Context: an optimization exercise on an open-source flow, tuned for small area, a short achievable clock period and few clock cycles per item. The choices shown serve that exercise and are no tape-out recipe. RTL that was checked went through simulation tests only; none was proved equivalent to the original. Function not checked in run 1: the RTL went through the layout flow alone. No activity file was given, so power comes from the tool's default toggle rates.

==> flow/design.v, too long to show whole: its modules and the start of the top module <==
// module iter_multiplier: 1243 lines
module iter_multiplier (
    input  logic        clk,
    input  logic        rst_n,
    input  logic        mul_start,
    input  logic [63:0] a,
    input  logic [63:0] b,
    input  logic [1:0]  op,
    input  logic        word,
    input  logic        next,
    output logic [63:0] mul_result,
    output logic        mul_ok,
    output logic        busy
);
  // ...
==> flow/run.sh <==
#!/bin/bash
# synth_recipe.tcl (not shown) runs the flow's synth.tcl, then flattens the netlist and writes it again
# the make line also repeats each setting of config.mk as NAME=value (left out here)
make -C /OpenROAD-flow-scripts/flow DESIGN_CONFIG=/design/flow/config.mk WORK_HOME=/design/flow/orfs CLKGATE_MAP_FILE= SYNTH_SCRIPT=/design/flow/synth_recipe.tcl finish
==> flow/config.mk <==
export PLATFORM = sky130hd
export DESIGN_NAME = iter_multiplier
export DESIGN_NICKNAME = iter_multiplier
export VERILOG_FILES = /design/flow/design.v
export SDC_FILE = /design/flow/constraint.sdc
export NUM_CORES = 4
export LEC_CHECK = 0
export CAP_MARGIN = 20
export CORE_MARGIN = 2
export CORE_UTILIZATION = 40
export SETUP_SLACK_MARGIN = 4.8
export SLEW_MARGIN = 20
==> flow/constraint.sdc <==
create_clock -name core_clock -period 7.5 [get_ports {clk}]
set_input_delay 1.5000 -clock core_clock [delete_from_list [all_inputs] [get_ports {clk}]]
set_output_delay 1.5000 -clock core_clock [all_outputs]
set_load 0.01 [all_outputs]
==> implementation parameters, run 1 <==
Parameter                              Value

Timing
  Max-slew violation total from the final report    0
  Final-report setup violation count    0
  Setup Skew    0.03218 ns
  Min cycle time layout    3.499 ns
  Final Cycle Share    0.4665
  Final hold slack    0.4537 ns

Layout
  Area used by multi-input combinational logic    19050 sq um
  Proportion of cell area occupied by multi-input gates    0.5246
  Non-clk buf share    0.1626
  Antenna fix cells    1
  Seq/total area    0.2081

Global routing
  Total global routing overflow    0
  GR Layer Usage met2    0.4858
  GRT Resource Usage Total    0.3245

Synth
  Mux cell area share after synthesis    0.007036
  Parity-gate share of the synthesized area counting xor and xnor cells    0.1069
  Primary FF master, synth    edfxtp_1
  Compound-cell area share of the yosys netlist    0.1468
  Warning count from the yosys run    1
  Number of enable flip-flop cells after synthesis    149
  Part of the Yosys area used for sequential elements    0.2886
  Net count after synthesis    roughly 3200

Worst hold path
  Path category of the worst min-delay check    flop to flop
  Hold path start    cnt_q[0]$_SDFF_PP0_

Power and ir drop
  Fraction of power spent switching nets    0.4637
  Sequential fraction of design power    0.174
  Pleak    14.92 nW
  Power Density    415.7 nW/um^2
  Cell-internal power    between 0.008 and 0.009 W

CTS
  Number of sinks on the clock net    299
  Max clock buf depth    3
  Skew-Pair Late Insertion Delay    approximately 0.6 ns

Detailed routing
  Via/cell ratio    6.033
  Average routed wire per standard cell    slightly below 30 um
  Drt pass-1 iters    6
  Total via count after detailed routing    around 23000

Floorplanning
  Number of primary I/O pins    201
  Tapcell Cnt    855
  Initial Utilization    0.4035
  # rows    93

Worst setup path
  Cells along the critical path    ha_1 > fa_1 > a31oi_1 > o21ai_1 > a211oi_2 > o31ai_1 > nand2_1 > a21oi_4 > or3_4 > a311oi_2 > o22ai_1

Outcome
  Run status    complete, no violations
==> inputs of run 2 (changes only) <==
--- a/flow/design.v
+++ b/flow/design.v
@@ -6,27 +6,27 @@
     input  logic [63:0] b,
     input  logic [1:0]  op,
     input  logic        word,
     input  logic        next,
     output logic [63:0] mul_result,
     output logic        mul_ok,
     output logic        busy
 );
-    logic        busy_q, fix_q, ok_q;
+    logic        busy_q, fix_q, inc_q, ok_q;
     logic [63:0] a_q, b_q;
     logic        a64_q, b64_q;
     logic [66:0] s_q, c_q;
     logic        cy_q;
     logic [7:0]  lo_s_q, lo_c_q;
     logic [3:0]  one_q, two_q, neg_q;
     logic [2:0]  cnt_q;
     logic        word_q, fixop_q;
     wire idle = !busy_q && !ok_q;
-    wire calc = busy_q && !fix_q;
+    wire calc = busy_q && !fix_q && !inc_q;
     wire a_sgn_in = (op != 2'b11);
     wire b_sgn_in = !op[1];
     wire a64_in   = a_sgn_in & a[63];
     function automatic logic [2:0] benc(input logic x2, input logic x1, input logic x0);
         benc[0] = x1 ^ x0;                                   
         benc[1] = (x2 & ~x1 & ~x0) | (~x2 & x1 & x0);        
         benc[2] = x2;                                        
     endfunction
@@ -720,477 +720,421 @@
     wire fc329 = (e2[66] & e3[64]) | (e2[66] & fc258) | (e3[64] & fc258);
     wire fs330 = 1'b1 ^ e3[65];
     wire fc330 = 1'b1 & e3[65];
     assign ts = {1'b0, e3[66], fs330, fs329, fs328, fc326, fc325, fc324, fc323, fc322, fc321, fc320, fc319, fc318, fc317, fc316, fc315, fc314, fc313, fc312, fc311, fc310, fc309, fc308, fc307, fc306, fc305, fc304, fc303, fc302, fc301, fc300, fc299, fc298, fc297, fc296, fc295, fc294, fc293, fc292, fc291, fc290, fc289, fc288, fc287, fc286, fc285, fc284, fc283, fc282, fc281, fc280, fc279, fc278, fc277, fc276, fc275, fc274, fc273, fc272, fc271, fc270, fc269, fc268, fc267, fc266, fc265, fc264, fc263, fc262, fc261, fc260, fc259, fs259, s_q[0]};
     assign tc = {1'b0, fc330, fc329, fc328, fc327, fs327, fs326, fs325, fs324, fs323, fs322, fs321, fs320, fs319, fs318, fs317, fs316, fs315, fs314, fs313, fs312, fs311, fs310, fs309, fs308, fs307, fs306, fs305, fs304, fs303, fs302, fs301, fs300, fs299, fs298, fs297, fs296, fs295, fs294, fs293, fs292, fs291, fs290, fs289, fs288, fs287, fs286, fs285, fs284, fs283, fs282, fs281, fs280, fs279, fs278, fs277, fs276, fs275, fs274, fs273, fs272, fs271, fs270, fs269, fs268, fs267, fs266, fs265, fs264, fs263, fs262, fs261, fs260, e0[0], c_q[0]};
     wire [9:0]  low10 = {1'b0, lo_s_q, 1'b1} + {1'b0, lo_c_q, cy_q};
     wire [8:0]  low9  = low10[9:1];
     wire        c8 = low9[8];
-    wire [63:0] hi;
-    wire [63:0] ap = s_q[63:0] ^ c_q[63:0];
-    wire [63:0] ag = s_q[63:0] & c_q[63:0];
-    wire sg0_1 = ag[1] | (ap[1] & ag[0]);
-    wire sp0_1 = ap[1] & ap[0];
-    wire sg0_3 = ag[3] | (ap[3] & ag[2]);
-    wire sp0_3 = ap[3] & ap[2];
-    wire sg0_5 = ag[5] | (ap[5] & ag[4]);
-    wire sp0_5 = ap[5] & ap[4];
-    wire sg0_7 = ag[7] | (ap[7] & ag[6]);
-    wire sp0_7 = ap[7] & ap[6];
-    wire sg0_9 = ag[9] | (ap[9] & ag[8]);
-    wire sp0_9 = ap[9] & ap[8];
-    wire sg0_11 = ag[11] | (ap[11] & ag[10]);
-    wire sp0_11 = ap[11] & ap[10];
-    wire sg0_13 = ag[13] | (ap[13] & ag[12]);
-    wire sp0_13 = ap[13] & ap[12];
-    wire sg0_15 = ag[15] | (ap[15] & ag[14]);
-    wire sp0_15 = ap[15] & ap[14];
-    wire sg0_17 = ag[17] | (ap[17] & ag[16]);
-    wire sp0_17 = ap[17] & ap[16];
-    wire sg0_19 = ag[19] | (ap[19] & ag[18]);
-    wire sp0_19 = ap[19] & ap[18];
-    wire sg0_21 = ag[21] | (ap[21] & ag[20]);
-    wire sp0_21 = ap[21] & ap[20];
-    wire sg0_23 = ag[23] | (ap[23] & ag[22]);
-    wire sp0_23 = ap[23] & ap[22];
-    wire sg0_25 = ag[25] | (ap[25] & ag[24]);
-    wire sp0_25 = ap[25] & ap[24];
-    wire sg0_27 = ag[27] | (ap[27] & ag[26]);
-    wire sp0_27 = ap[27] & ap[26];
-    wire sg0_29 = ag[29] | (ap[29] & ag[28]);
-    wire sp0_29 = ap[29] & ap[28];
-    wire sg0_31 = ag[31] | (ap[31] & ag[30]);
-    wire sp0_31 = ap[31] & ap[30];
-    wire sg0_33 = ag[33] | (ap[33] & ag[32]);
-    wire sp0_33 = ap[33] & ap[32];
-    wire sg0_35 = ag[35] | (ap[35] & ag[34]);
-    wire sp0_35 = ap[35] & ap[34];
-    wire sg0_37 = ag[37] | (ap[37] & ag[36]);
-    wire sp0_37 = ap[37] & ap[36];
-    wire sg0_39 = ag[39] | (ap[39] & ag[38]);
-    wire sp0_39 = ap[39] & ap[38];
-    wire sg0_41 = ag[41] | (ap[41] & ag[40]);
-    wire sp0_41 = ap[41] & ap[40];
-    wire sg0_43 = ag[43] | (ap[43] & ag[42]);
-    wire sp0_43 = ap[43] & ap[42];
-    wire sg0_45 = ag[45] | (ap[45] & ag[44]);
-    wire sp0_45 = ap[45] & ap[44];
-    wire sg0_47 = ag[47] | (ap[47] & ag[46]);
-    wire sp0_47 = ap[47] & ap[46];
-    wire sg0_49 = ag[49] | (ap[49] & ag[48]);
-    wire sp0_49 = ap[49] & ap[48];
-    wire sg0_51 = ag[51] | (ap[51] & ag[50]);
-    wire sp0_51 = ap[51] & ap[50];
-    wire sg0_53 = ag[53] | (ap[53] & ag[52]);
-    wire sp0_53 = ap[53] & ap[52];
-    wire sg0_55 = ag[55] | (ap[55] & ag[54]);
-    wire sp0_55 = ap[55] & ap[54];
-    wire sg0_57 = ag[57] | (ap[57] & ag[56]);
-    wire sp0_57 = ap[57] & ap[56];
-    wire sg0_59 = ag[59] | (ap[59] & ag[58]);
-    wire sp0_59 = ap[59] & ap[58];
-    wire sg0_61 = ag[61] | (ap[61] & ag[60]);
-    wire sp0_61 = ap[61] & ap[60];
-    wire sg0_63 = ag[63] | (ap[63] & ag[62]);
-    wire sp0_63 = ap[63] & ap[62];
-    wire sg1_2 = ag[2] | (ap[2] & sg0_1);
-    wire sp1_2 = ap[2] & sp0_1;
-    wire sg1_3 = sg0_3 | (sp0_3 & sg0_1);
-    wire sp1_3 = sp0_3 & sp0_1;
-    wire sg1_6 = ag[6] | (ap[6] & sg0_5);
-    wire sp1_6 = ap[6] & sp0_5;
-    wire sg1_7 = sg0_7 | (sp0_7 & sg0_5);
-    wire sp1_7 = sp0_7 & sp0_5;
-    wire sg1_10 = ag[10] | (ap[10] & sg0_9);
-    wire sp1_10 = ap[10] & sp0_9;
-    wire sg1_11 = sg0_11 | (sp0_11 & sg0_9);
-    wire sp1_11 = sp0_11 & sp0_9;
-    wire sg1_14 = ag[14] | (ap[14] & sg0_13);
-    wire sp1_14 = ap[14] & sp0_13;
-    wire sg1_15 = sg0_15 | (sp0_15 & sg0_13);
-    wire sp1_15 = sp0_15 & sp0_13;
-    wire sg1_18 = ag[18] | (ap[18] & sg0_17);
-    wire sp1_18 = ap[18] & sp0_17;
-    wire sg1_19 = sg0_19 | (sp0_19 & sg0_17);
-    wire sp1_19 = sp0_19 & sp0_17;
-    wire sg1_22 = ag[22] | (ap[22] & sg0_21);
-    wire sp1_22 = ap[22] & sp0_21;
-    wire sg1_23 = sg0_23 | (sp0_23 & sg0_21);
-    wire sp1_23 = sp0_23 & sp0_21;
-    wire sg1_26 = ag[26] | (ap[26] & sg0_25);
-    wire sp1_26 = ap[26] & sp0_25;
-    wire sg1_27 = sg0_27 | (sp0_27 & sg0_25);
-    wire sp1_27 = sp0_27 & sp0_25;
-    wire sg1_30 = ag[30] | (ap[30] & sg0_29);
-    wire sp1_30 = ap[30] & sp0_29;
-    wire sg1_31 = sg0_31 | (sp0_31 & sg0_29);
-    wire sp1_31 = sp0_31 & sp0_29;
-    wire sg1_34 = ag[34] | (ap[34] & sg0_33);
-    wire sp1_34 = ap[34] & sp0_33;
-    wire sg1_35 = sg0_35 | (sp0_35 & sg0_33);
-    wire sp1_35 = sp0_35 & sp0_33;
-    wire sg1_38 = ag[38] | (ap[38] & sg0_37);
-    wire sp1_38 = ap[38] & sp0_37;
-    wire sg1_39 = sg0_39 | (sp0_39 & sg0_37);
-    wire sp1_39 = sp0_39 & sp0_37;
-    wire sg1_42 = ag[42] | (ap[42] & sg0_41);
-    wire sp1_42 = ap[42] & sp0_41;
-    wire sg1_43 = sg0_43 | (sp0_43 & sg0_41);
-    wire sp1_43 = sp0_43 & sp0_41;
-    wire sg1_46 = ag[46] | (ap[46] & sg0_45);
-    wire sp1_46 = ap[46] & sp0_45;
-    wire sg1_47 = sg0_47 | (sp0_47 & sg0_45);
-    wire sp1_47 = sp0_47 & sp0_45;
-    wire sg1_50 = ag[50] | (ap[50] & sg0_49);
-    wire sp1_50 = ap[50] & sp0_49;
-    wire sg1_51 = sg0_51 | (sp0_51 & sg0_49);
-    wire sp1_51 = sp0_51 & sp0_49;
-    wire sg1_54 = ag[54] | (ap[54] & sg0_53);
-    wire sp1_54 = ap[54] & sp0_53;
-    wire sg1_55 = sg0_55 | (sp0_55 & sg0_53);
-    wire sp1_55 = sp0_55 & sp0_53;
-    wire sg1_58 = ag[58] | (ap[58] & sg0_57);
-    wire sp1_58 = ap[58] & sp0_57;
-    wire sg1_59 = sg0_59 | (sp0_59 & sg0_57);
-    wire sp1_59 = sp0_59 & sp0_57;
-    wire sg1_62 = ag[62] | (ap[62] & sg0_61);
-    wire sp1_62 = ap[62] & sp0_61;
-    wire sg1_63 = sg0_63 | (sp0_63 & sg0_61);
-    wire sp1_63 = sp0_63 & sp0_61;
-    wire sg2_4 = ag[4] | (ap[4] & sg1_3);
-    wire sp2_4 = ap[4] & sp1_3;
-    wire sg2_5 = sg0_5 | (sp0_5 & sg1_3);
-    wire sp2_5 = sp0_5 & sp1_3;
-    wire sg2_6 = sg1_6 | (sp1_6 & sg1_3);
-    wire sp2_6 = sp1_6 & sp1_3;
-    wire sg2_7 = sg1_7 | (sp1_7 & sg1_3);
-    wire sp2_7 = sp1_7 & sp1_3;
-    wire sg2_12 = ag[12] | (ap[12] & sg1_11);
-    wire sp2_12 = ap[12] & sp1_11;
-    wire sg2_13 = sg0_13 | (sp0_13 & sg1_11);
-    wire sp2_13 = sp0_13 & sp1_11;
-    wire sg2_14 = sg1_14 | (sp1_14 & sg1_11);
-    wire sp2_14 = sp1_14 & sp1_11;
-    wire sg2_15 = sg1_15 | (sp1_15 & sg1_11);
-    wire sp2_15 = sp1_15 & sp1_11;
-    wire sg2_20 = ag[20] | (ap[20] & sg1_19);
-    wire sp2_20 = ap[20] & sp1_19;
-    wire sg2_21 = sg0_21 | (sp0_21 & sg1_19);
-    wire sp2_21 = sp0_21 & sp1_19;
-    wire sg2_22 = sg1_22 | (sp1_22 & sg1_19);
-    wire sp2_22 = sp1_22 & sp1_19;
-    wire sg2_23 = sg1_23 | (sp1_23 & sg1_19);
-    wire sp2_23 = sp1_23 & sp1_19;
-    wire sg2_28 = ag[28] | (ap[28] & sg1_27);
-    wire sp2_28 = ap[28] & sp1_27;
-    wire sg2_29 = sg0_29 | (sp0_29 & sg1_27);
-    wire sp2_29 = sp0_29 & sp1_27;
-    wire sg2_30 = sg1_30 | (sp1_30 & sg1_27);
-    wire sp2_30 = sp1_30 & sp1_27;
-    wire sg2_31 = sg1_31 | (sp1_31 & sg1_27);
-    wire sp2_31 = sp1_31 & sp1_27;
-    wire sg2_36 = ag[36] | (ap[36] & sg1_35);
-    wire sp2_36 = ap[36] & sp1_35;
-    wire sg2_37 = sg0_37 | (sp0_37 & sg1_35);
-    wire sp2_37 = sp0_37 & sp1_35;
-    wire sg2_38 = sg1_38 | (sp1_38 & sg1_35);
-    wire sp2_38 = sp1_38 & sp1_35;
-    wire sg2_39 = sg1_39 | (sp1_39 & sg1_35);
-    wire sp2_39 = sp1_39 & sp1_35;
-    wire sg2_44 = ag[44] | (ap[44] & sg1_43);
-    wire sp2_44 = ap[44] & sp1_43;
-    wire sg2_45 = sg0_45 | (sp0_45 & sg1_43);
-    wire sp2_45 = sp0_45 & sp1_43;
-    wire sg2_46 = sg1_46 | (sp1_46 & sg1_43);
-    wire sp2_46 = sp1_46 & sp1_43;
-    wire sg2_47 = sg1_47 | (sp1_47 & sg1_43);
-    wire sp2_47 = sp1_47 & sp1_43;
-    wire sg2_52 = ag[52] | (ap[52] & sg1_51);
-    wire sp2_52 = ap[52] & sp1_51;
-    wire sg2_53 = sg0_53 | (sp0_53 & sg1_51);
-    wire sp2_53 = sp0_53 & sp1_51;
-    wire sg2_54 = sg1_54 | (sp1_54 & sg1_51);
-    wire sp2_54 = sp1_54 & sp1_51;
-    wire sg2_55 = sg1_55 | (sp1_55 & sg1_51);
-    wire sp2_55 = sp1_55 & sp1_51;
-    wire sg2_60 = ag[60] | (ap[60] & sg1_59);
-    wire sp2_60 = ap[60] & sp1_59;
-    wire sg2_61 = sg0_61 | (sp0_61 & sg1_59);
-    wire sp2_61 = sp0_61 & sp1_59;
-    wire sg2_62 = sg1_62 | (sp1_62 & sg1_59);
-    wire sp2_62 = sp1_62 & sp1_59;
-    wire sg2_63 = sg1_63 | (sp1_63 & sg1_59);
-    wire sp2_63 = sp1_63 & sp1_59;
-    wire sg3_8 = ag[8] | (ap[8] & sg2_7);
-    wire sp3_8 = ap[8] & sp2_7;
-    wire sg3_9 = sg0_9 | (sp0_9 & sg2_7);
-    wire sp3_9 = sp0_9 & sp2_7;
-    wire sg3_10 = sg1_10 | (sp1_10 & sg2_7);
-    wire sp3_10 = sp1_10 & sp2_7;
-    wire sg3_11 = sg1_11 | (sp1_11 & sg2_7);
-    wire sp3_11 = sp1_11 & sp2_7;
-    wire sg3_12 = sg2_12 | (sp2_12 & sg2_7);
-    wire sp3_12 = sp2_12 & sp2_7;
-    wire sg3_13 = sg2_13 | (sp2_13 & sg2_7);
-    wire sp3_13 = sp2_13 & sp2_7;
-    wire sg3_14 = sg2_14 | (sp2_14 & sg2_7);
-    wire sp3_14 = sp2_14 & sp2_7;
-    wire sg3_15 = sg2_15 | (sp2_15 & sg2_7);
-    wire sp3_15 = sp2_15 & sp2_7;
-    wire sg3_24 = ag[24] | (ap[24] & sg2_23);
-    wire sp3_24 = ap[24] & sp2_23;
-    wire sg3_25 = sg0_25 | (sp0_25 & sg2_23);
-    wire sp3_25 = sp0_25 & sp2_23;
-    wire sg3_26 = sg1_26 | (sp1_26 & sg2_23);
-    wire sp3_26 = sp1_26 & sp2_23;
-    wire sg3_27 = sg1_27 | (sp1_27 & sg2_23);
-    wire sp3_27 = sp1_27 & sp2_23;
-    wire sg3_28 = sg2_28 | (sp2_28 & sg2_23);
-    wire sp3_28 = sp2_28 & sp2_23;
-    wire sg3_29 = sg2_29 | (sp2_29 & sg2_23);
-    wire sp3_29 = sp2_29 & sp2_23;
-    wire sg3_30 = sg2_30 | (sp2_30 & sg2_23);
-    wire sp3_30 = sp2_30 & sp2_23;
-    wire sg3_31 = sg2_31 | (sp2_31 & sg2_23);
-    wire sp3_31 = sp2_31 & sp2_23;
-    wire sg3_40 = ag[40] | (ap[40] & sg2_39);
-    wire sp3_40 = ap[40] & sp2_39;
-    wire sg3_41 = sg0_41 | (sp0_41 & sg2_39);
-    wire sp3_41 = sp0_41 & sp2_39;
-    wire sg3_42 = sg1_42 | (sp1_42 & sg2_39);
-    wire sp3_42 = sp1_42 & sp2_39;
-    wire sg3_43 = sg1_43 | (sp1_43 & sg2_39);
-    wire sp3_43 = sp1_43 & sp2_39;
-    wire sg3_44 = sg2_44 | (sp2_44 & sg2_39);
-    wire sp3_44 = sp2_44 & sp2_39;
-    wire sg3_45 = sg2_45 | (sp2_45 & sg2_39);
-    wire sp3_45 = sp2_45 & sp2_39;
-    wire sg3_46 = sg2_46 | (sp2_46 & sg2_39);
-    wire sp3_46 = sp2_46 & sp2_39;
-    wire sg3_47 = sg2_47 | (sp2_47 & sg2_39);
-    wire sp3_47 = sp2_47 & sp2_39;
-    wire sg3_56 = ag[56] | (ap[56] & sg2_55);
-    wire sp3_56 = ap[56] & sp2_55;
-    wire sg3_57 = sg0_57 | (sp0_57 & sg2_55);
-    wire sp3_57 = sp0_57 & sp2_55;
-    wire sg3_58 = sg1_58 | (sp1_58 & sg2_55);
-    wire sp3_58 = sp1_58 & sp2_55;
-    wire sg3_59 = sg1_59 | (sp1_59 & sg2_55);
-    wire sp3_59 = sp1_59 & sp2_55;
-    wire sg3_60 = sg2_60 | (sp2_60 & sg2_55);
-    wire sp3_60 = sp2_60 & sp2_55;
-    wire sg3_61 = sg2_61 | (sp2_61 & sg2_55);
-    wire sp3_61 = sp2_61 & sp2_55;
-    wire sg3_62 = sg2_62 | (sp2_62 & sg2_55);
-    wire sp3_62 = sp2_62 & sp2_55;
-    wire sg3_63 = sg2_63 | (sp2_63 & sg2_55);
-    wire sp3_63 = sp2_63 & sp2_55;
-    wire sg4_16 = ag[16] | (ap[16] & sg3_15);
-    wire sp4_16 = ap[16] & sp3_15;
-    wire sg4_17 = sg0_17 | (sp0_17 & sg3_15);
-    wire sp4_17 = sp0_17 & sp3_15;
-    wire sg4_18 = sg1_18 | (sp1_18 & sg3_15);
-    wire sp4_18 = sp1_18 & sp3_15;
-    wire sg4_19 = sg1_19 | (sp1_19 & sg3_15);
-    wire sp4_19 = sp1_19 & sp3_15;
-    wire sg4_20 = sg2_20 | (sp2_20 & sg3_15);
-    wire sp4_20 = sp2_20 & sp3_15;
-    wire sg4_21 = sg2_21 | (sp2_21 & sg3_15);
-    wire sp4_21 = sp2_21 & sp3_15;
-    wire sg4_22 = sg2_22 | (sp2_22 & sg3_15);
-    wire sp4_22 = sp2_22 & sp3_15;
-    wire sg4_23 = sg2_23 | (sp2_23 & sg3_15);
-    wire sp4_23 = sp2_23 & sp3_15;
-    wire sg4_24 = sg3_24 | (sp3_24 & sg3_15);
-    wire sp4_24 = sp3_24 & sp3_15;
-    wire sg4_25 = sg3_25 | (sp3_25 & sg3_15);
-    wire sp4_25 = sp3_25 & sp3_15;
-    wire sg4_26 = sg3_26 | (sp3_26 & sg3_15);
-    wire sp4_26 = sp3_26 & sp3_15;
-    wire sg4_27 = sg3_27 | (sp3_27 & sg3_15);
-    wire sp4_27 = sp3_27 & sp3_15;
-    wire sg4_28 = sg3_28 | (sp3_28 & sg3_15);
-    wire sp4_28 = sp3_28 & sp3_15;
-    wire sg4_29 = sg3_29 | (sp3_29 & sg3_15);
-    wire sp4_29 = sp3_29 & sp3_15;
-    wire sg4_30 = sg3_30 | (sp3_30 & sg3_15);
-    wire sp4_30 = sp3_30 & sp3_15;
-    wire sg4_31 = sg3_31 | (sp3_31 & sg3_15);
-    wire sp4_31 = sp3_31 & sp3_15;
-    wire sg4_48 = ag[48] | (ap[48] & sg3_47);
-    wire sp4_48 = ap[48] & sp3_47;
-    wire sg4_49 = sg0_49 | (sp0_49 & sg3_47);
-    wire sp4_49 = sp0_49 & sp3_47;
-    wire sg4_50 = sg1_50 | (sp1_50 & sg3_47);
-    wire sp4_50 = sp1_50 & sp3_47;
-    wire sg4_51 = sg1_51 | (sp1_51 & sg3_47);
-    wire sp4_51 = sp1_51 & sp3_47;
-    wire sg4_52 = sg2_52 | (sp2_52 & sg3_47);
-    wire sp4_52 = sp2_52 & sp3_47;
-    wire sg4_53 = sg2_53 | (sp2_53 & sg3_47);
-    wire sp4_53 = sp2_53 & sp3_47;
-    wire sg4_54 = sg2_54 | (sp2_54 & sg3_47);
-    wire sp4_54 = sp2_54 & sp3_47;
-    wire sg4_55 = sg2_55 | (sp2_55 & sg3_47);
-    wire sp4_55 = sp2_55 & sp3_47;
-    wire sg4_56 = sg3_56 | (sp3_56 & sg3_47);
-    wire sp4_56 = sp3_56 & sp3_47;
-    wire sg4_57 = sg3_57 | (sp3_57 & sg3_47);
-    wire sp4_57 = sp3_57 & sp3_47;
-    wire sg4_58 = sg3_58 | (sp3_58 & sg3_47);
-    wire sp4_58 = sp3_58 & sp3_47;
-    wire sg4_59 = sg3_59 | (sp3_59 & sg3_47);
-    wire sp4_59 = sp3_59 & sp3_47;
-    wire sg4_60 = sg3_60 | (sp3_60 & sg3_47);
-    wire sp4_60 = sp3_60 & sp3_47;
-    wire sg4_61 = sg3_61 | (sp3_61 & sg3_47);
-    wire sp4_61 = sp3_61 & sp3_47;
-    wire sg4_62 = sg3_62 | (sp3_62 & sg3_47);
-    wire sp4_62 = sp3_62 & sp3_47;
-    wire sg4_63 = sg3_63 | (sp3_63 & sg3_47);
-    wire sp4_63 = sp3_63 & sp3_47;
-    wire sg5_32 = ag[32] | (ap[32] & sg4_31);
-    wire sp5_32 = ap[32] & sp4_31;
-    wire sg5_33 = sg0_33 | (sp0_33 & sg4_31);
-    wire sp5_33 = sp0_33 & sp4_31;
-    wire sg5_34 = sg1_34 | (sp1_34 & sg4_31);
-    wire sp5_34 = sp1_34 & sp4_31;
-    wire sg5_35 = sg1_35 | (sp1_35 & sg4_31);
-    wire sp5_35 = sp1_35 & sp4_31;
-    wire sg5_36 = sg2_36 | (sp2_36 & sg4_31);
-    wire sp5_36 = sp2_36 & sp4_31;
-    wire sg5_37 = sg2_37 | (sp2_37 & sg4_31);
-    wire sp5_37 = sp2_37 & sp4_31;
-    wire sg5_38 = sg2_38 | (sp2_38 & sg4_31);
-    wire sp5_38 = sp2_38 & sp4_31;
-    wire sg5_39 = sg2_39 | (sp2_39 & sg4_31);
-    wire sp5_39 = sp2_39 & sp4_31;
-    wire sg5_40 = sg3_40 | (sp3_40 & sg4_31);
-    wire sp5_40 = sp3_40 & sp4_31;
-    wire sg5_41 = sg3_41 | (sp3_41 & sg4_31);
-    wire sp5_41 = sp3_41 & sp4_31;
-    wire sg5_42 = sg3_42 | (sp3_42 & sg4_31);
-    wire sp5_42 = sp3_42 & sp4_31;
-    wire sg5_43 = sg3_43 | (sp3_43 & sg4_31);
-    wire sp5_43 = sp3_43 & sp4_31;
-    wire sg5_44 = sg3_44 | (sp3_44 & sg4_31);
-    wire sp5_44 = sp3_44 & sp4_31;
-    wire sg5_45 = sg3_45 | (sp3_45 & sg4_31);
-    wire sp5_45 = sp3_45 & sp4_31;
-    wire sg5_46 = sg3_46 | (sp3_46 & sg4_31);
-    wire sp5_46 = sp3_46 & sp4_31;
-    wire sg5_47 = sg3_47 | (sp3_47 & sg4_31);
-    wire sp5_47 = sp3_47 & sp4_31;
-    wire sg5_48 = sg4_48 | (sp4_48 & sg4_31);
-    wire sp5_48 = sp4_48 & sp4_31;
-    wire sg5_49 = sg4_49 | (sp4_49 & sg4_31);
-    wire sp5_49 = sp4_49 & sp4_31;
-    wire sg5_50 = sg4_50 | (sp4_50 & sg4_31);
-    wire sp5_50 = sp4_50 & sp4_31;
-    wire sg5_51 = sg4_51 | (sp4_51 & sg4_31);
-    wire sp5_51 = sp4_51 & sp4_31;
-    wire sg5_52 = sg4_52 | (sp4_52 & sg4_31);
-    wire sp5_52 = sp4_52 & sp4_31;
-    wire sg5_53 = sg4_53 | (sp4_53 & sg4_31);
-    wire sp5_53 = sp4_53 & sp4_31;
-    wire sg5_54 = sg4_54 | (sp4_54 & sg4_31);
-    wire sp5_54 = sp4_54 & sp4_31;
-    wire sg5_55 = sg4_55 | (sp4_55 & sg4_31);
-    wire sp5_55 = sp4_55 & sp4_31;
-    wire sg5_56 = sg4_56 | (sp4_56 & sg4_31);
-    wire sp5_56 = sp4_56 & sp4_31;
-    wire sg5_57 = sg4_57 | (sp4_57 & sg4_31);
-    wire sp5_57 = sp4_57 & sp4_31;
-    wire sg5_58 = sg4_58 | (sp4_58 & sg4_31);
-    wire sp5_58 = sp4_58 & sp4_31;
-    wire sg5_59 = sg4_59 | (sp4_59 & sg4_31);
-    wire sp5_59 = sp4_59 & sp4_31;
-    wire sg5_60 = sg4_60 | (sp4_60 & sg4_31);
-    wire sp5_60 = sp4_60 & sp4_31;
-    wire sg5_61 = sg4_61 | (sp4_61 & sg4_31);
-    wire sp5_61 = sp4_61 & sp4_31;
-    wire sg5_62 = sg4_62 | (sp4_62 & sg4_31);
-    wire sp5_62 = sp4_62 & sp4_31;
-    wire sg5_63 = sg4_63 | (sp4_63 & sg4_31);
-    wire sp5_63 = sp4_63 & sp4_31;
-    wire [63:0] acy;
-    assign acy[0] = c8;
-    assign acy[1] = ag[0] | (ap[0] & c8);
-    assign acy[2] = sg0_1 | (sp0_1 & c8);
-    assign acy[3] = sg1_2 | (sp1_2 & c8);
-    assign acy[4] = sg1_3 | (sp1_3 & c8);
-    assign acy[5] = sg2_4 | (sp2_4 & c8);
-    assign acy[6] = sg2_5 | (sp2_5 & c8);
-    assign acy[7] = sg2_6 | (sp2_6 & c8);
-    assign acy[8] = sg2_7 | (sp2_7 & c8);
-    assign acy[9] = sg3_8 | (sp3_8 & c8);
-    assign acy[10] = sg3_9 | (sp3_9 & c8);
-    assign acy[11] = sg3_10 | (sp3_10 & c8);
-    assign acy[12] = sg3_11 | (sp3_11 & c8);
-    assign acy[13] = sg3_12 | (sp3_12 & c8);
-    assign acy[14] = sg3_13 | (sp3_13 & c8);
-    assign acy[15] = sg3_14 | (sp3_14 & c8);
-    assign acy[16] = sg3_15 | (sp3_15 & c8);
-    assign acy[17] = sg4_16 | (sp4_16 & c8);
-    assign acy[18] = sg4_17 | (sp4_17 & c8);
-    assign acy[19] = sg4_18 | (sp4_18 & c8);
-    assign acy[20] = sg4_19 | (sp4_19 & c8);
-    assign acy[21] = sg4_20 | (sp4_20 & c8);
-    assign acy[22] = sg4_21 | (sp4_21 & c8);
-    assign acy[23] = sg4_22 | (sp4_22 & c8);
-    assign acy[24] = sg4_23 | (sp4_23 & c8);
-    assign acy[25] = sg4_24 | (sp4_24 & c8);
-    assign acy[26] = sg4_25 | (sp4_25 & c8);
-    assign acy[27] = sg4_26 | (sp4_26 & c8);
-    assign acy[28] = sg4_27 | (sp4_27 & c8);
-    assign acy[29] = sg4_28 | (sp4_28 & c8);
-    assign acy[30] = sg4_29 | (sp4_29 & c8);
-    assign acy[31] = sg4_30 | (sp4_30 & c8);
-    assign acy[32] = sg4_31 | (sp4_31 & c8);
-    assign acy[33] = sg5_32 | (sp5_32 & c8);
-    assign acy[34] = sg5_33 | (sp5_33 & c8);
-    assign acy[35] = sg5_34 | (sp5_34 & c8);
-    assign acy[36] = sg5_35 | (sp5_35 & c8);
-    assign acy[37] = sg5_36 | (sp5_36 & c8);
-    assign acy[38] = sg5_37 | (sp5_37 & c8);
-    assign acy[39] = sg5_38 | (sp5_38 & c8);
-    assign acy[40] = sg5_39 | (sp5_39 & c8);
-    assign acy[41] = sg5_40 | (sp5_40 & c8);
-    assign acy[42] = sg5_41 | (sp5_41 & c8);
-    assign acy[43] = sg5_42 | (sp5_42 & c8);
-    assign acy[44] = sg5_43 | (sp5_43 & c8);
-    assign acy[45] = sg5_44 | (sp5_44 & c8);
-    assign acy[46] = sg5_45 | (sp5_45 & c8);
-    assign acy[47] = sg5_46 | (sp5_46 & c8);
-    assign acy[48] = sg5_47 | (sp5_47 & c8);
-    assign acy[49] = sg5_48 | (sp5_48 & c8);
-    assign acy[50] = sg5_49 | (sp5_49 & c8);
-    assign acy[51] = sg5_50 | (sp5_50 & c8);
-    assign acy[52] = sg5_51 | (sp5_51 & c8);
-    assign acy[53] = sg5_52 | (sp5_52 & c8);
-    assign acy[54] = sg5_53 | (sp5_53 & c8);
-    assign acy[55] = sg5_54 | (sp5_54 & c8);
-    assign acy[56] = sg5_55 | (sp5_55 & c8);
-    assign acy[57] = sg5_56 | (sp5_56 & c8);
-    assign acy[58] = sg5_57 | (sp5_57 & c8);
-    assign acy[59] = sg5_58 | (sp5_58 & c8);
-    assign acy[60] = sg5_59 | (sp5_59 & c8);
-    assign acy[61] = sg5_60 | (sp5_60 & c8);
-    assign acy[62] = sg5_61 | (sp5_61 & c8);
-    assign acy[63] = sg5_62 | (sp5_62 & c8);
-    assign hi = ap ^ acy;
+    wire [31:0] hlp = s_q[31:0] ^ c_q[31:0];
+    wire [31:0] hlg = s_q[31:0] & c_q[31:0];
+    wire hlg0_1 = hlg[1] | (hlp[1] & hlg[0]);
+    wire hlp0_1 = hlp[1] & hlp[0];
+    wire hlg0_3 = hlg[3] | (hlp[3] & hlg[2]);
+    wire hlp0_3 = hlp[3] & hlp[2];
+    wire hlg0_5 = hlg[5] | (hlp[5] & hlg[4]);
+    wire hlp0_5 = hlp[5] & hlp[4];
+    wire hlg0_7 = hlg[7] | (hlp[7] & hlg[6]);
+    wire hlp0_7 = hlp[7] & hlp[6];
+    wire hlg0_9 = hlg[9] | (hlp[9] & hlg[8]);
+    wire hlp0_9 = hlp[9] & hlp[8];
+    wire hlg0_11 = hlg[11] | (hlp[11] & hlg[10]);
+    wire hlp0_11 = hlp[11] & hlp[10];
+    wire hlg0_13 = hlg[13] | (hlp[13] & hlg[12]);
+    wire hlp0_13 = hlp[13] & hlp[12];
+    wire hlg0_15 = hlg[15] | (hlp[15] & hlg[14]);
+    wire hlp0_15 = hlp[15] & hlp[14];
+    wire hlg0_17 = hlg[17] | (hlp[17] & hlg[16]);
+    wire hlp0_17 = hlp[17] & hlp[16];
+    wire hlg0_19 = hlg[19] | (hlp[19] & hlg[18]);
+    wire hlp0_19 = hlp[19] & hlp[18];
+    wire hlg0_21 = hlg[21] | (hlp[21] & hlg[20]);
+    wire hlp0_21 = hlp[21] & hlp[20];
+    wire hlg0_23 = hlg[23] | (hlp[23] & hlg[22]);
+    wire hlp0_23 = hlp[23] & hlp[22];
+    wire hlg0_25 = hlg[25] | (hlp[25] & hlg[24]);
+    wire hlp0_25 = hlp[25] & hlp[24];
+    wire hlg0_27 = hlg[27] | (hlp[27] & hlg[26]);
+    wire hlp0_27 = hlp[27] & hlp[26];
+    wire hlg0_29 = hlg[29] | (hlp[29] & hlg[28]);
+    wire hlp0_29 = hlp[29] & hlp[28];
+    wire hlg0_31 = hlg[31] | (hlp[31] & hlg[30]);
+    wire hlp0_31 = hlp[31] & hlp[30];
+    wire hlg1_2 = hlg[2] | (hlp[2] & hlg0_1);
+    wire hlp1_2 = hlp[2] & hlp0_1;
+    wire hlg1_3 = hlg0_3 | (hlp0_3 & hlg0_1);
+    wire hlp1_3 = hlp0_3 & hlp0_1;
+    wire hlg1_6 = hlg[6] | (hlp[6] & hlg0_5);
+    wire hlp1_6 = hlp[6] & hlp0_5;
+    wire hlg1_7 = hlg0_7 | (hlp0_7 & hlg0_5);
+    wire hlp1_7 = hlp0_7 & hlp0_5;
+    wire hlg1_10 = hlg[10] | (hlp[10] & hlg0_9);
+    wire hlp1_10 = hlp[10] & hlp0_9;
+    wire hlg1_11 = hlg0_11 | (hlp0_11 & hlg0_9);
+    wire hlp1_11 = hlp0_11 & hlp0_9;
+    wire hlg1_14 = hlg[14] | (hlp[14] & hlg0_13);
+    wire hlp1_14 = hlp[14] & hlp0_13;
+    wire hlg1_15 = hlg0_15 | (hlp0_15 & hlg0_13);
+    wire hlp1_15 = hlp0_15 & hlp0_13;
+    wire hlg1_18 = hlg[18] | (hlp[18] & hlg0_17);
+    wire hlp1_18 = hlp[18] & hlp0_17;
+    wire hlg1_19 = hlg0_19 | (hlp0_19 & hlg0_17);
+    wire hlp1_19 = hlp0_19 & hlp0_17;
+    wire hlg1_22 = hlg[22] | (hlp[22] & hlg0_21);
+    wire hlp1_22 = hlp[22] & hlp0_21;
+    wire hlg1_23 = hlg0_23 | (hlp0_23 & hlg0_21);
+    wire hlp1_23 = hlp0_23 & hlp0_21;
+    wire hlg1_26 = hlg[26] | (hlp[26] & hlg0_25);
+    wire hlp1_26 = hlp[26] & hlp0_25;
+    wire hlg1_27 = hlg0_27 | (hlp0_27 & hlg0_25);
+    wire hlp1_27 = hlp0_27 & hlp0_25;
+    wire hlg1_30 = hlg[30] | (hlp[30] & hlg0_29);
+    wire hlp1_30 = hlp[30] & hlp0_29;
+    wire hlg1_31 = hlg0_31 | (hlp0_31 & hlg0_29);
+    wire hlp1_31 = hlp0_31 & hlp0_29;
+    wire hlg2_4 = hlg[4] | (hlp[4] & hlg1_3);
+    wire hlp2_4 = hlp[4] & hlp1_3;
+    wire hlg2_5 = hlg0_5 | (hlp0_5 & hlg1_3);
+    wire hlp2_5 = hlp0_5 & hlp1_3;
+    wire hlg2_6 = hlg1_6 | (hlp1_6 & hlg1_3);
+    wire hlp2_6 = hlp1_6 & hlp1_3;
+    wire hlg2_7 = hlg1_7 | (hlp1_7 & hlg1_3);
+    wire hlp2_7 = hlp1_7 & hlp1_3;
+    wire hlg2_12 = hlg[12] | (hlp[12] & hlg1_11);
+    wire hlp2_12 = hlp[12] & hlp1_11;
+    wire hlg2_13 = hlg0_13 | (hlp0_13 & hlg1_11);
+    wire hlp2_13 = hlp0_13 & hlp1_11;
+    wire hlg2_14 = hlg1_14 | (hlp1_14 & hlg1_11);
+    wire hlp2_14 = hlp1_14 & hlp1_11;
+    wire hlg2_15 = hlg1_15 | (hlp1_15 & hlg1_11);
+    wire hlp2_15 = hlp1_15 & hlp1_11;
+    wire hlg2_20 = hlg[20] | (hlp[20] & hlg1_19);
+    wire hlp2_20 = hlp[20] & hlp1_19;
+    wire hlg2_21 = hlg0_21 | (hlp0_21 & hlg1_19);
+    wire hlp2_21 = hlp0_21 & hlp1_19;
+    wire hlg2_22 = hlg1_22 | (hlp1_22 & hlg1_19);
+    wire hlp2_22 = hlp1_22 & hlp1_19;
+    wire hlg2_23 = hlg1_23 | (hlp1_23 & hlg1_19);
+    wire hlp2_23 = hlp1_23 & hlp1_19;
+    wire hlg2_28 = hlg[28] | (hlp[28] & hlg1_27);
+    wire hlp2_28 = hlp[28] & hlp1_27;
+    wire hlg2_29 = hlg0_29 | (hlp0_29 & hlg1_27);
+    wire hlp2_29 = hlp0_29 & hlp1_27;
+    wire hlg2_30 = hlg1_30 | (hlp1_30 & hlg1_27);
+    wire hlp2_30 = hlp1_30 & hlp1_27;
+    wire hlg2_31 = hlg1_31 | (hlp1_31 & hlg1_27);
+    wire hlp2_31 = hlp1_31 & hlp1_27;
+    wire hlg3_8 = hlg[8] | (hlp[8] & hlg2_7);
+    wire hlp3_8 = hlp[8] & hlp2_7;
+    wire hlg3_9 = hlg0_9 | (hlp0_9 & hlg2_7);
+    wire hlp3_9 = hlp0_9 & hlp2_7;
+    wire hlg3_10 = hlg1_10 | (hlp1_10 & hlg2_7);
+    wire hlp3_10 = hlp1_10 & hlp2_7;
+    wire hlg3_11 = hlg1_11 | (hlp1_11 & hlg2_7);
+    wire hlp3_11 = hlp1_11 & hlp2_7;
+    wire hlg3_12 = hlg2_12 | (hlp2_12 & hlg2_7);
+    wire hlp3_12 = hlp2_12 & hlp2_7;
+    wire hlg3_13 = hlg2_13 | (hlp2_13 & hlg2_7);
+    wire hlp3_13 = hlp2_13 & hlp2_7;
+    wire hlg3_14 = hlg2_14 | (hlp2_14 & hlg2_7);
+    wire hlp3_14 = hlp2_14 & hlp2_7;
+    wire hlg3_15 = hlg2_15 | (hlp2_15 & hlg2_7);
+    wire hlp3_15 = hlp2_15 & hlp2_7;
+    wire hlg3_24 = hlg[24] | (hlp[24] & hlg2_23);
+    wire hlp3_24 = hlp[24] & hlp2_23;
+    wire hlg3_25 = hlg0_25 | (hlp0_25 & hlg2_23);
+    wire hlp3_25 = hlp0_25 & hlp2_23;
+    wire hlg3_26 = hlg1_26 | (hlp1_26 & hlg2_23);
+    wire hlp3_26 = hlp1_26 & hlp2_23;
+    wire hlg3_27 = hlg1_27 | (hlp1_27 & hlg2_23);
+    wire hlp3_27 = hlp1_27 & hlp2_23;
+    wire hlg3_28 = hlg2_28 | (hlp2_28 & hlg2_23);
+    wire hlp3_28 = hlp2_28 & hlp2_23;
+    wire hlg3_29 = hlg2_29 | (hlp2_29 & hlg2_23);
+    wire hlp3_29 = hlp2_29 & hlp2_23;
+    wire hlg3_30 = hlg2_30 | (hlp2_30 & hlg2_23);
+    wire hlp3_30 = hlp2_30 & hlp2_23;
+    wire hlg3_31 = hlg2_31 | (hlp2_31 & hlg2_23);
+    wire hlp3_31 = hlp2_31 & hlp2_23;
+    wire hlg4_16 = hlg[16] | (hlp[16] & hlg3_15);
+    wire hlp4_16 = hlp[16] & hlp3_15;
+    wire hlg4_17 = hlg0_17 | (hlp0_17 & hlg3_15);
+    wire hlp4_17 = hlp0_17 & hlp3_15;
+    wire hlg4_18 = hlg1_18 | (hlp1_18 & hlg3_15);
+    wire hlp4_18 = hlp1_18 & hlp3_15;
+    wire hlg4_19 = hlg1_19 | (hlp1_19 & hlg3_15);
+    wire hlp4_19 = hlp1_19 & hlp3_15;
+    wire hlg4_20 = hlg2_20 | (hlp2_20 & hlg3_15);
+    wire hlp4_20 = hlp2_20 & hlp3_15;
+    wire hlg4_21 = hlg2_21 | (hlp2_21 & hlg3_15);
+    wire hlp4_21 = hlp2_21 & hlp3_15;
+    wire hlg4_22 = hlg2_22 | (hlp2_22 & hlg3_15);
+    wire hlp4_22 = hlp2_22 & hlp3_15;
+    wire hlg4_23 = hlg2_23 | (hlp2_23 & hlg3_15);
+    wire hlp4_23 = hlp2_23 & hlp3_15;
+    wire hlg4_24 = hlg3_24 | (hlp3_24 & hlg3_15);
+    wire hlp4_24 = hlp3_24 & hlp3_15;
+    wire hlg4_25 = hlg3_25 | (hlp3_25 & hlg3_15);
+    wire hlp4_25 = hlp3_25 & hlp3_15;
+    wire hlg4_26 = hlg3_26 | (hlp3_26 & hlg3_15);
+    wire hlp4_26 = hlp3_26 & hlp3_15;
+    wire hlg4_27 = hlg3_27 | (hlp3_27 & hlg3_15);
+    wire hlp4_27 = hlp3_27 & hlp3_15;
+    wire hlg4_28 = hlg3_28 | (hlp3_28 & hlg3_15);
+    wire hlp4_28 = hlp3_28 & hlp3_15;
+    wire hlg4_29 = hlg3_29 | (hlp3_29 & hlg3_15);
+    wire hlp4_29 = hlp3_29 & hlp3_15;
+    wire hlg4_30 = hlg3_30 | (hlp3_30 & hlg3_15);
+    wire hlp4_30 = hlp3_30 & hlp3_15;
+    wire hlg4_31 = hlg3_31 | (hlp3_31 & hlg3_15);
+    wire hlp4_31 = hlp3_31 & hlp3_15;
+    wire [32:0] hlc;
+    assign hlc[0] = c8;
+    assign hlc[1] = hlg[0] | (hlp[0] & c8);
+    assign hlc[2] = hlg0_1 | (hlp0_1 & c8);
+    assign hlc[3] = hlg1_2 | (hlp1_2 & c8);
+    assign hlc[4] = hlg1_3 | (hlp1_3 & c8);
+    assign hlc[5] = hlg2_4 | (hlp2_4 & c8);
+    assign hlc[6] = hlg2_5 | (hlp2_5 & c8);
+    assign hlc[7] = hlg2_6 | (hlp2_6 & c8);
+    assign hlc[8] = hlg2_7 | (hlp2_7 & c8);
+    assign hlc[9] = hlg3_8 | (hlp3_8 & c8);
+    assign hlc[10] = hlg3_9 | (hlp3_9 & c8);
+    assign hlc[11] = hlg3_10 | (hlp3_10 & c8);
+    assign hlc[12] = hlg3_11 | (hlp3_11 & c8);
+    assign hlc[13] = hlg3_12 | (hlp3_12 & c8);
+    assign hlc[14] = hlg3_13 | (hlp3_13 & c8);
+    assign hlc[15] = hlg3_14 | (hlp3_14 & c8);
+    assign hlc[16] = hlg3_15 | (hlp3_15 & c8);
+    assign hlc[17] = hlg4_16 | (hlp4_16 & c8);
+    assign hlc[18] = hlg4_17 | (hlp4_17 & c8);
+    assign hlc[19] = hlg4_18 | (hlp4_18 & c8);
+    assign hlc[20] = hlg4_19 | (hlp4_19 & c8);
+    assign hlc[21] = hlg4_20 | (hlp4_20 & c8);
+    assign hlc[22] = hlg4_21 | (hlp4_21 & c8);
+    assign hlc[23] = hlg4_22 | (hlp4_22 & c8);
+    assign hlc[24] = hlg4_23 | (hlp4_23 & c8);
+    assign hlc[25] = hlg4_24 | (hlp4_24 & c8);
+    assign hlc[26] = hlg4_25 | (hlp4_25 & c8);
+    assign hlc[27] = hlg4_26 | (hlp4_26 & c8);
+    assign hlc[28] = hlg4_27 | (hlp4_27 & c8);
+    assign hlc[29] = hlg4_28 | (hlp4_28 & c8);
+    assign hlc[30] = hlg4_29 | (hlp4_29 & c8);
+    assign hlc[31] = hlg4_30 | (hlp4_30 & c8);
+    assign hlc[32] = hlg4_31 | (hlp4_31 & c8);
+    wire [31:0] hl = hlp ^ hlc[31:0];
+    wire [31:0] hhp = s_q[63:32] ^ c_q[63:32];
+    wire [31:0] hhg = s_q[63:32] & c_q[63:32];
+    wire hhg0_1 = hhg[1] | (hhp[1] & hhg[0]);
+    wire hhp0_1 = hhp[1] & hhp[0];
+    wire hhg0_3 = hhg[3] | (hhp[3] & hhg[2]);
+    wire hhp0_3 = hhp[3] & hhp[2];
+    wire hhg0_5 = hhg[5] | (hhp[5] & hhg[4]);
+    wire hhp0_5 = hhp[5] & hhp[4];
+    wire hhg0_7 = hhg[7] | (hhp[7] & hhg[6]);
+    wire hhp0_7 = hhp[7] & hhp[6];
+    wire hhg0_9 = hhg[9] | (hhp[9] & hhg[8]);
+    wire hhp0_9 = hhp[9] & hhp[8];
+    wire hhg0_11 = hhg[11] | (hhp[11] & hhg[10]);
+    wire hhp0_11 = hhp[11] & hhp[10];
+    wire hhg0_13 = hhg[13] | (hhp[13] & hhg[12]);
+    wire hhp0_13 = hhp[13] & hhp[12];
+    wire hhg0_15 = hhg[15] | (hhp[15] & hhg[14]);
+    wire hhp0_15 = hhp[15] & hhp[14];
+    wire hhg0_17 = hhg[17] | (hhp[17] & hhg[16]);
+    wire hhp0_17 = hhp[17] & hhp[16];
+    wire hhg0_19 = hhg[19] | (hhp[19] & hhg[18]);
+    wire hhp0_19 = hhp[19] & hhp[18];
+    wire hhg0_21 = hhg[21] | (hhp[21] & hhg[20]);
+    wire hhp0_21 = hhp[21] & hhp[20];
+    wire hhg0_23 = hhg[23] | (hhp[23] & hhg[22]);
+    wire hhp0_23 = hhp[23] & hhp[22];
+    wire hhg0_25 = hhg[25] | (hhp[25] & hhg[24]);
+    wire hhp0_25 = hhp[25] & hhp[24];
+    wire hhg0_27 = hhg[27] | (hhp[27] & hhg[26]);
+    wire hhp0_27 = hhp[27] & hhp[26];
+    wire hhg0_29 = hhg[29] | (hhp[29] & hhg[28]);
+    wire hhp0_29 = hhp[29] & hhp[28];
+    wire hhg0_31 = hhg[31] | (hhp[31] & hhg[30]);
+    wire hhp0_31 = hhp[31] & hhp[30];
+    wire hhg1_2 = hhg[2] | (hhp[2] & hhg0_1);
+    wire hhp1_2 = hhp[2] & hhp0_1;
+    wire hhg1_3 = hhg0_3 | (hhp0_3 & hhg0_1);
+    wire hhp1_3 = hhp0_3 & hhp0_1;
+    wire hhg1_6 = hhg[6] | (hhp[6] & hhg0_5);
+    wire hhp1_6 = hhp[6] & hhp0_5;
+    wire hhg1_7 = hhg0_7 | (hhp0_7 & hhg0_5);
+    wire hhp1_7 = hhp0_7 & hhp0_5;
+    wire hhg1_10 = hhg[10] | (hhp[10] & hhg0_9);
+    wire hhp1_10 = hhp[10] & hhp0_9;
+    wire hhg1_11 = hhg0_11 | (hhp0_11 & hhg0_9);
+    wire hhp1_11 = hhp0_11 & hhp0_9;
+    wire hhg1_14 = hhg[14] | (hhp[14] & hhg0_13);
+    wire hhp1_14 = hhp[14] & hhp0_13;
+    wire hhg1_15 = hhg0_15 | (hhp0_15 & hhg0_13);
+    wire hhp1_15 = hhp0_15 & hhp0_13;
+    wire hhg1_18 = hhg[18] | (hhp[18] & hhg0_17);
+    wire hhp1_18 = hhp[18] & hhp0_17;
+    wire hhg1_19 = hhg0_19 | (hhp0_19 & hhg0_17);
+    wire hhp1_19 = hhp0_19 & hhp0_17;
+    wire hhg1_22 = hhg[22] | (hhp[22] & hhg0_21);
+    wire hhp1_22 = hhp[22] & hhp0_21;
+    wire hhg1_23 = hhg0_23 | (hhp0_23 & hhg0_21);
+    wire hhp1_23 = hhp0_23 & hhp0_21;
+    wire hhg1_26 = hhg[26] | (hhp[26] & hhg0_25);
+    wire hhp1_26 = hhp[26] & hhp0_25;
+    wire hhg1_27 = hhg0_27 | (hhp0_27 & hhg0_25);
+    wire hhp1_27 = hhp0_27 & hhp0_25;
+    wire hhg1_30 = hhg[30] | (hhp[30] & hhg0_29);
+    wire hhp1_30 = hhp[30] & hhp0_29;
+    wire hhg1_31 = hhg0_31 | (hhp0_31 & hhg0_29);
+    wire hhp1_31 = hhp0_31 & hhp0_29;
+    wire hhg2_4 = hhg[4] | (hhp[4] & hhg1_3);
+    wire hhp2_4 = hhp[4] & hhp1_3;
+    wire hhg2_5 = hhg0_5 | (hhp0_5 & hhg1_3);
+    wire hhp2_5 = hhp0_5 & hhp1_3;
+    wire hhg2_6 = hhg1_6 | (hhp1_6 & hhg1_3);
+    wire hhp2_6 = hhp1_6 & hhp1_3;
+    wire hhg2_7 = hhg1_7 | (hhp1_7 & hhg1_3);
+    wire hhp2_7 = hhp1_7 & hhp1_3;
+    wire hhg2_12 = hhg[12] | (hhp[12] & hhg1_11);
+    wire hhp2_12 = hhp[12] & hhp1_11;
+    wire hhg2_13 = hhg0_13 | (hhp0_13 & hhg1_11);
+    wire hhp2_13 = hhp0_13 & hhp1_11;
+    wire hhg2_14 = hhg1_14 | (hhp1_14 & hhg1_11);
+    wire hhp2_14 = hhp1_14 & hhp1_11;
+    wire hhg2_15 = hhg1_15 | (hhp1_15 & hhg1_11);
+    wire hhp2_15 = hhp1_15 & hhp1_11;
+    wire hhg2_20 = hhg[20] | (hhp[20] & hhg1_19);
+    wire hhp2_20 = hhp[20] & hhp1_19;
+    wire hhg2_21 = hhg0_21 | (hhp0_21 & hhg1_19);
+    wire hhp2_21 = hhp0_21 & hhp1_19;
+    wire hhg2_22 = hhg1_22 | (hhp1_22 & hhg1_19);
+    wire hhp2_22 = hhp1_22 & hhp1_19;
+    wire hhg2_23 = hhg1_23 | (hhp1_23 & hhg1_19);
+    wire hhp2_23 = hhp1_23 & hhp1_19;
+    wire hhg2_28 = hhg[28] | (hhp[28] & hhg1_27);
+    wire hhp2_28 = hhp[28] & hhp1_27;
+    wire hhg2_29 = hhg0_29 | (hhp0_29 & hhg1_27);
+    wire hhp2_29 = hhp0_29 & hhp1_27;
+    wire hhg2_30 = hhg1_30 | (hhp1_30 & hhg1_27);
+    wire hhp2_30 = hhp1_30 & hhp1_27;
+    wire hhg2_31 = hhg1_31 | (hhp1_31 & hhg1_27);
+    wire hhp2_31 = hhp1_31 & hhp1_27;
+    wire hhg3_8 = hhg[8] | (hhp[8] & hhg2_7);
+    wire hhp3_8 = hhp[8] & hhp2_7;
+    wire hhg3_9 = hhg0_9 | (hhp0_9 & hhg2_7);
+    wire hhp3_9 = hhp0_9 & hhp2_7;
+    wire hhg3_10 = hhg1_10 | (hhp1_10 & hhg2_7);
+    wire hhp3_10 = hhp1_10 & hhp2_7;
+    wire hhg3_11 = hhg1_11 | (hhp1_11 & hhg2_7);
+    wire hhp3_11 = hhp1_11 & hhp2_7;
+    wire hhg3_12 = hhg2_12 | (hhp2_12 & hhg2_7);
+    wire hhp3_12 = hhp2_12 & hhp2_7;
+    wire hhg3_13 = hhg2_13 | (hhp2_13 & hhg2_7);
+    wire hhp3_13 = hhp2_13 & hhp2_7;
+    wire hhg3_14 = hhg2_14 | (hhp2_14 & hhg2_7);
+    wire hhp3_14 = hhp2_14 & hhp2_7;
+    wire hhg3_15 = hhg2_15 | (hhp2_15 & hhg2_7);
+    wire hhp3_15 = hhp2_15 & hhp2_7;
+    wire hhg3_24 = hhg[24] | (hhp[24] & hhg2_23);
+    wire hhp3_24 = hhp[24] & hhp2_23;
+    wire hhg3_25 = hhg0_25 | (hhp0_25 & hhg2_23);
+    wire hhp3_25 = hhp0_25 & hhp2_23;
+    wire hhg3_26 = hhg1_26 | (hhp1_26 & hhg2_23);
+    wire hhp3_26 = hhp1_26 & hhp2_23;
+    wire hhg3_27 = hhg1_27 | (hhp1_27 & hhg2_23);
+    wire hhp3_27 = hhp1_27 & hhp2_23;
+    wire hhg3_28 = hhg2_28 | (hhp2_28 & hhg2_23);
+    wire hhp3_28 = hhp2_28 & hhp2_23;
+    wire hhg3_29 = hhg2_29 | (hhp2_29 & hhg2_23);
+    wire hhp3_29 = hhp2_29 & hhp2_23;
+    wire hhg3_30 = hhg2_30 | (hhp2_30 & hhg2_23);
+    wire hhp3_30 = hhp2_30 & hhp2_23;
+    wire hhg3_31 = hhg2_31 | (hhp2_31 & hhg2_23);
+    wire hhp3_31 = hhp2_31 & hhp2_23;
+    wire hhg4_16 = hhg[16] | (hhp[16] & hhg3_15);
+    wire hhp4_16 = hhp[16] & hhp3_15;
+    wire hhg4_17 = hhg0_17 | (hhp0_17 & hhg3_15);
+    wire hhp4_17 = hhp0_17 & hhp3_15;
+    wire hhg4_18 = hhg1_18 | (hhp1_18 & hhg3_15);
+    wire hhp4_18 = hhp1_18 & hhp3_15;
+    wire hhg4_19 = hhg1_19 | (hhp1_19 & hhg3_15);
+    wire hhp4_19 = hhp1_19 & hhp3_15;
+    wire hhg4_20 = hhg2_20 | (hhp2_20 & hhg3_15);
+    wire hhp4_20 = hhp2_20 & hhp3_15;
+    wire hhg4_21 = hhg2_21 | (hhp2_21 & hhg3_15);
+    wire hhp4_21 = hhp2_21 & hhp3_15;
+    wire hhg4_22 = hhg2_22 | (hhp2_22 & hhg3_15);
+    wire hhp4_22 = hhp2_22 & hhp3_15;
+    wire hhg4_23 = hhg2_23 | (hhp2_23 & hhg3_15);
+    wire hhp4_23 = hhp2_23 & hhp3_15;
+    wire hhg4_24 = hhg3_24 | (hhp3_24 & hhg3_15);
+    wire hhp4_24 = hhp3_24 & hhp3_15;
+    wire hhg4_25 = hhg3_25 | (hhp3_25 & hhg3_15);
+    wire hhp4_25 = hhp3_25 & hhp3_15;
+    wire hhg4_26 = hhg3_26 | (hhp3_26 & hhg3_15);
+    wire hhp4_26 = hhp3_26 & hhp3_15;
+    wire hhg4_27 = hhg3_27 | (hhp3_27 & hhg3_15);
+    wire hhp4_27 = hhp3_27 & hhp3_15;
+    wire hhg4_28 = hhg3_28 | (hhp3_28 & hhg3_15);
+    wire hhp4_28 = hhp3_28 & hhp3_15;
+    wire hhg4_29 = hhg3_29 | (hhp3_29 & hhg3_15);
+    wire hhp4_29 = hhp3_29 & hhp3_15;
+    wire hhg4_30 = hhg3_30 | (hhp3_30 & hhg3_15);
+    wire hhp4_30 = hhp3_30 & hhp3_15;
+    wire hhg4_31 = hhg3_31 | (hhp3_31 & hhg3_15);
+    wire hhp4_31 = hhp3_31 & hhp3_15;
+    wire [32:0] hhc;
+    assign hhc[0] = 1'b0;
+    assign hhc[1] = hhg[0];
+    assign hhc[2] = hhg0_1;
+    assign hhc[3] = hhg1_2;
+    assign hhc[4] = hhg1_3;
+    assign hhc[5] = hhg2_4;
+    assign hhc[6] = hhg2_5;
+    assign hhc[7] = hhg2_6;
+    assign hhc[8] = hhg2_7;
+    assign hhc[9] = hhg3_8;
+    assign hhc[10] = hhg3_9;
+    assign hhc[11] = hhg3_10;
+    assign hhc[12] = hhg3_11;
+    assign hhc[13] = hhg3_12;
+    assign hhc[14] = hhg3_13;
+    assign hhc[15] = hhg3_14;
+    assign hhc[16] = hhg3_15;
+    assign hhc[17] = hhg4_16;
+    assign hhc[18] = hhg4_17;
+    assign hhc[19] = hhg4_18;
+    assign hhc[20] = hhg4_19;
+    assign hhc[21] = hhg4_20;
+    assign hhc[22] = hhg4_21;
+    assign hhc[23] = hhg4_22;
+    assign hhc[24] = hhg4_23;
+    assign hhc[25] = hhg4_24;
+    assign hhc[26] = hhg4_25;
+    assign hhc[27] = hhg4_26;
+    assign hhc[28] = hhg4_27;
+    assign hhc[29] = hhg4_28;
+    assign hhc[30] = hhg4_29;
+    assign hhc[31] = hhg4_30;
+    assign hhc[32] = hhg4_31;
+    wire [31:0] hh = hhp ^ hhc[31:0];
+    wire c32 = hlc[32];
     logic [63:0] b_d;
     always_comb begin
         b_d = b_q;
         if (idle) begin
             b_d = b;
+        end else if (inc_q) begin
+            b_d[63:32] = b_q[63:32] + 32'd1;
         end else if (busy_q) begin
             if (fix_q && fixop_q) begin
-                b_d = hi;
+                b_d = {hh, hl};
             end else begin
                 b_d = {low9[7:0], b_q[63:8]};
                 if (word_q) b_d[31:24] = low9[7:0];
                 if (word_q && fix_q) b_d[63:32] = {32{low9[7]}};
             end
         end
     end
     wire last = word_q ? (cnt_q == 3'd3) : (cnt_q == 3'd7);
@@ -1217,27 +1161,37 @@
         one_q <= one_d;
         two_q <= two_d;
         neg_q <= neg_d;
     end
     always_ff @(posedge clk or negedge rst_n) begin
         if (!rst_n) begin
             busy_q <= 1'b0;
             fix_q  <= 1'b0;
+            inc_q  <= 1'b0;
             ok_q   <= 1'b0;
         end else if (next) begin
             busy_q <= 1'b0;
             fix_q  <= 1'b0;
+            inc_q  <= 1'b0;
             ok_q   <= 1'b0;
         end else if (idle) begin
             busy_q <= mul_start;
         end else if (calc) begin
             if (last) fix_q <= 1'b1;
         end else if (fix_q) begin
-            fix_q  <= 1'b0;
+            fix_q <= 1'b0;
+            if (fixop_q && c32) begin
+                inc_q <= 1'b1;
+            end else begin
+                busy_q <= 1'b0;
+                ok_q   <= 1'b1;
+            end
+        end else if (inc_q) begin
+            inc_q  <= 1'b0;
             busy_q <= 1'b0;
             ok_q   <= 1'b1;
         end
     end
     assign mul_result = b_q;
     assign mul_ok     = ok_q;
     assign busy       = busy_q;
 endmodule
==> flow/config.mk (replaced) <==
export PLATFORM = sky130hd
export DESIGN_NAME = iter_multiplier
export DESIGN_NICKNAME = iter_multiplier
export VERILOG_FILES = /design/flow/design.v
export SDC_FILE = /design/flow/constraint.sdc
export NUM_CORES = 4
export LEC_CHECK = 0
export CAP_MARGIN = 20
export CORE_MARGIN = 2
export CORE_UTILIZATION = 40
export SETUP_SLACK_MARGIN = 4.7
export SLEW_MARGIN = 20
==> implementation parameters, run 2 <==
Parameter                              Value

Outcome
  Run status    complete, no violations (unchanged)

Synth
  Primary FF master, synth    edfxtp_1 (unchanged)
  Number of enable flip-flop cells after synthesis    149 (unchanged)
  Part of the Yosys area used for sequential elements    0.2830 (was 0.2886)
  Net count after synthesis    3242 (was 3162)
  Warning count from the yosys run    1 (unchanged)

Power and ir drop
  Power Density    409.3 nW/um^2 (was 415.7 nW/um^2)
  Combinational group share of total power    0.678 (was 0.689)
  Sequential fraction of design power    0.189 (was 0.174)
  Fraction of power spent switching nets    0.4632 (was 0.4637)
  Cell-internal power    0.007709 W (was 0.008097 W)

Floorplanning
  Number of primary I/O pins    201 (unchanged)
  # rows    94 (was 93)
  Initial Utilization    0.4040 (was 0.4035)

Layout
  Antenna fix cells    0 (was 1)
  Net count, final    3507 (was 3508)

Detailed routing
  Drt pass-1 iters    6 (unchanged)
  Via/cell ratio    5.897 (was 6.033)
  Average routed wire per standard cell    27.39 um (was 29.36 um)
  Total via count after detailed routing    22930 (was 23440)

Timing
  Final Cycle Share    0.4025 (was 0.4665)
  Final-report setup violation count    0 (unchanged)
  Max-slew violation total from the final report    0 (unchanged)
  Setup Skew    0.02714 ns (was 0.03218 ns)
  Min cycle time layout    3.019 ns (was 3.499 ns)
  Fmax achieved    331.3 MHz (was 285.8 MHz)

CTS
  Skew-Pair Late Insertion Delay    0.58 ns (was 0.59 ns)
  Max clock buf depth    3 (unchanged)
  Number of sinks on the clock net    300 (was 299)

Job
  Number of max-cap violations    0 (unchanged)

Worst hold path
  Path category of the worst min-delay check    flop to flop (unchanged)

Global routing
  GRT Resource Usage Total    0.2737 (was 0.3245)
  Total global routing overflow    0 (unchanged)

Worst setup path
  Cells along the critical path    buf_6 > clkbuf_16 > buf_6 > a22oi_2 > xor2_2 > fa_1 > inv_2 > fa_1 > fa_1 > and2_1 (was ha_1 > fa_1 > a31oi_1 > o21ai_1 > a211oi_2 > o31ai_1 > nand2_1 > a21oi_4 > or3_4 > a311oi_2 > o22ai_1)
-- run 2: routing by layer --
metal	global-route usage	routed length (um)	vias up
met3	0.05478	12600	368
met5	0	0	-
met1	0.3820	40570	11480
li1	-	-	9629
met4	0.1053	7006	0
met2	0.4192	46320	1456
-- run 2: path summary, 6_finish.rpt --
check                      slack [ns]                start                   to  cells past startpoint
hold / removal                   0.46  cnt_q[0]$_SDFF_PP0_  cnt_q[0]$_SDFF_PP0_                      1
setup reg to reg                 4.48     one_q[0]$_DFF_P_    c_q[3]$_SDFF_PP0_                     10
max in group asynchronous        6.16                rst_n     ok_q$_DFFE_PN0P_                      1
setup / recovery                 4.48     one_q[0]$_DFF_P_    c_q[3]$_SDFF_PP0_                     10
hold reg to reg                  0.46  cnt_q[0]$_SDFF_PP0_  cnt_q[0]$_SDFF_PP0_                      1
min in group asynchronous        1.13                rst_n    inc_q$_DFFE_PN0P_                      1
-- run 2: stage by stage --
stage / cells / cell area, sq um / total power, W / hold WS (ns)
after floorplan: 2730 / 26670 / 0.008236 / 0.4173
after global placement: 3596 / 28960 / 0.01041 / 0.4324
after detailed placement: 3596 / 28960 / 0.01061 / 0.4439
after CTS: 3784 / 32500 / 0.01323 / 0.4552
after global routing: 3888 / 35080 / 0.01553 / 0.4755
final: 3888 / 35080 / 0.01436 / 0.4574
-- run 2: kinds of logic after synthesis --
logic type,after synthesis,share of synthesized area
AOI/OAI and AO/OA,551,0.1442
xor gates and xnor gates,338,0.1115
adders and majority gates,377,0.2598
buffers and inverters,575,0.08484
DFF,300,0.2830
muxes,22,0.008526
and+or+nand+nor,567,0.1082
-- run 2: area by class of cell --
cell class | instances | area [sq um] | area share
clock buffers | 58 | 1189 | 0.03388
clock inverters | 11 | 87.58 | 0.002496
inverters | 353 | 1369 | 0.03901
multi-input cells | 1857 | 18710 | 0.5332
flip-flops and latches | 300 | 7594 | 0.2164
well taps | 864 | 1081 | 0.03081
repair buffers | 445 | 5057 | 0.1441
-- run 2: worst reg2reg max path, delay by kind of cell (launching register included) --
family | cells | cell delay (ns)
AO/OA/AOI/OAI | 1 | 0.08
XOR/XNOR | 1 | 0.17
adder cells (fa/ha/maj) | 3 | 1.47
buffers and inverters | 4 | 0.58
flip-flops | 1 | 0.48
AND/OR/NAND/NOR | 1 | 0.14
-- run 2: timing repair --
action | 4_1_cts | 5_1_grt
endpoints found under the setup margin | 254 | 195
buffers inserted | 103 | 77
resized for setup | 408 | 318
pin swaps | 112 | 257
gates cloned | 16 | 27
-- run 2: power by group through the flow --
| stage | Clock (W) | Sequential, W | Combinational, W |
|---|---|---|---|
| after floorplan | 0 | 0.00250 | 0.00573 |
| after global placement | 0 | 0.00270 | 0.00771 |
| after detailed placement | 0 | 0.00271 | 0.00790 |
| after CTS | 0.00194 | 0.00264 | 0.00864 |
| after global routing | 0.00199 | 0.00275 | 0.0108 |
| final | 0.00191 | 0.00272 | 0.00973 |
Testbench counts of run 2, summed over its fixed seeds: cycles 23,924, items 2,400.

-- separate check: timing with driven ports --
The flow's constraints put no driver on any port. The routed layouts listed below were extracted and timed again, unchanged, in two steps.
Step 1: set_driving_cell puts a clkbuf_16 on clk and a buf_2 on each other input, an assumption about the parent block.
Step 2, shift: input delay + t, output delay - t, t = (earliest + latest rising clock arrival at the registers) / 2. This alone moves slack from input paths to output paths.
Slacks: no drivers / after step 1 / after step 2; pairs: no drivers / after step 1.
run | t (ns) | setup WS [ns]
run 1 | 0.637 | 4.001 / 4.001 / 4.001
run 2 | 0.629 | 4.481 / 4.481 / 4.426
After both steps every run listed still meets setup and hold.
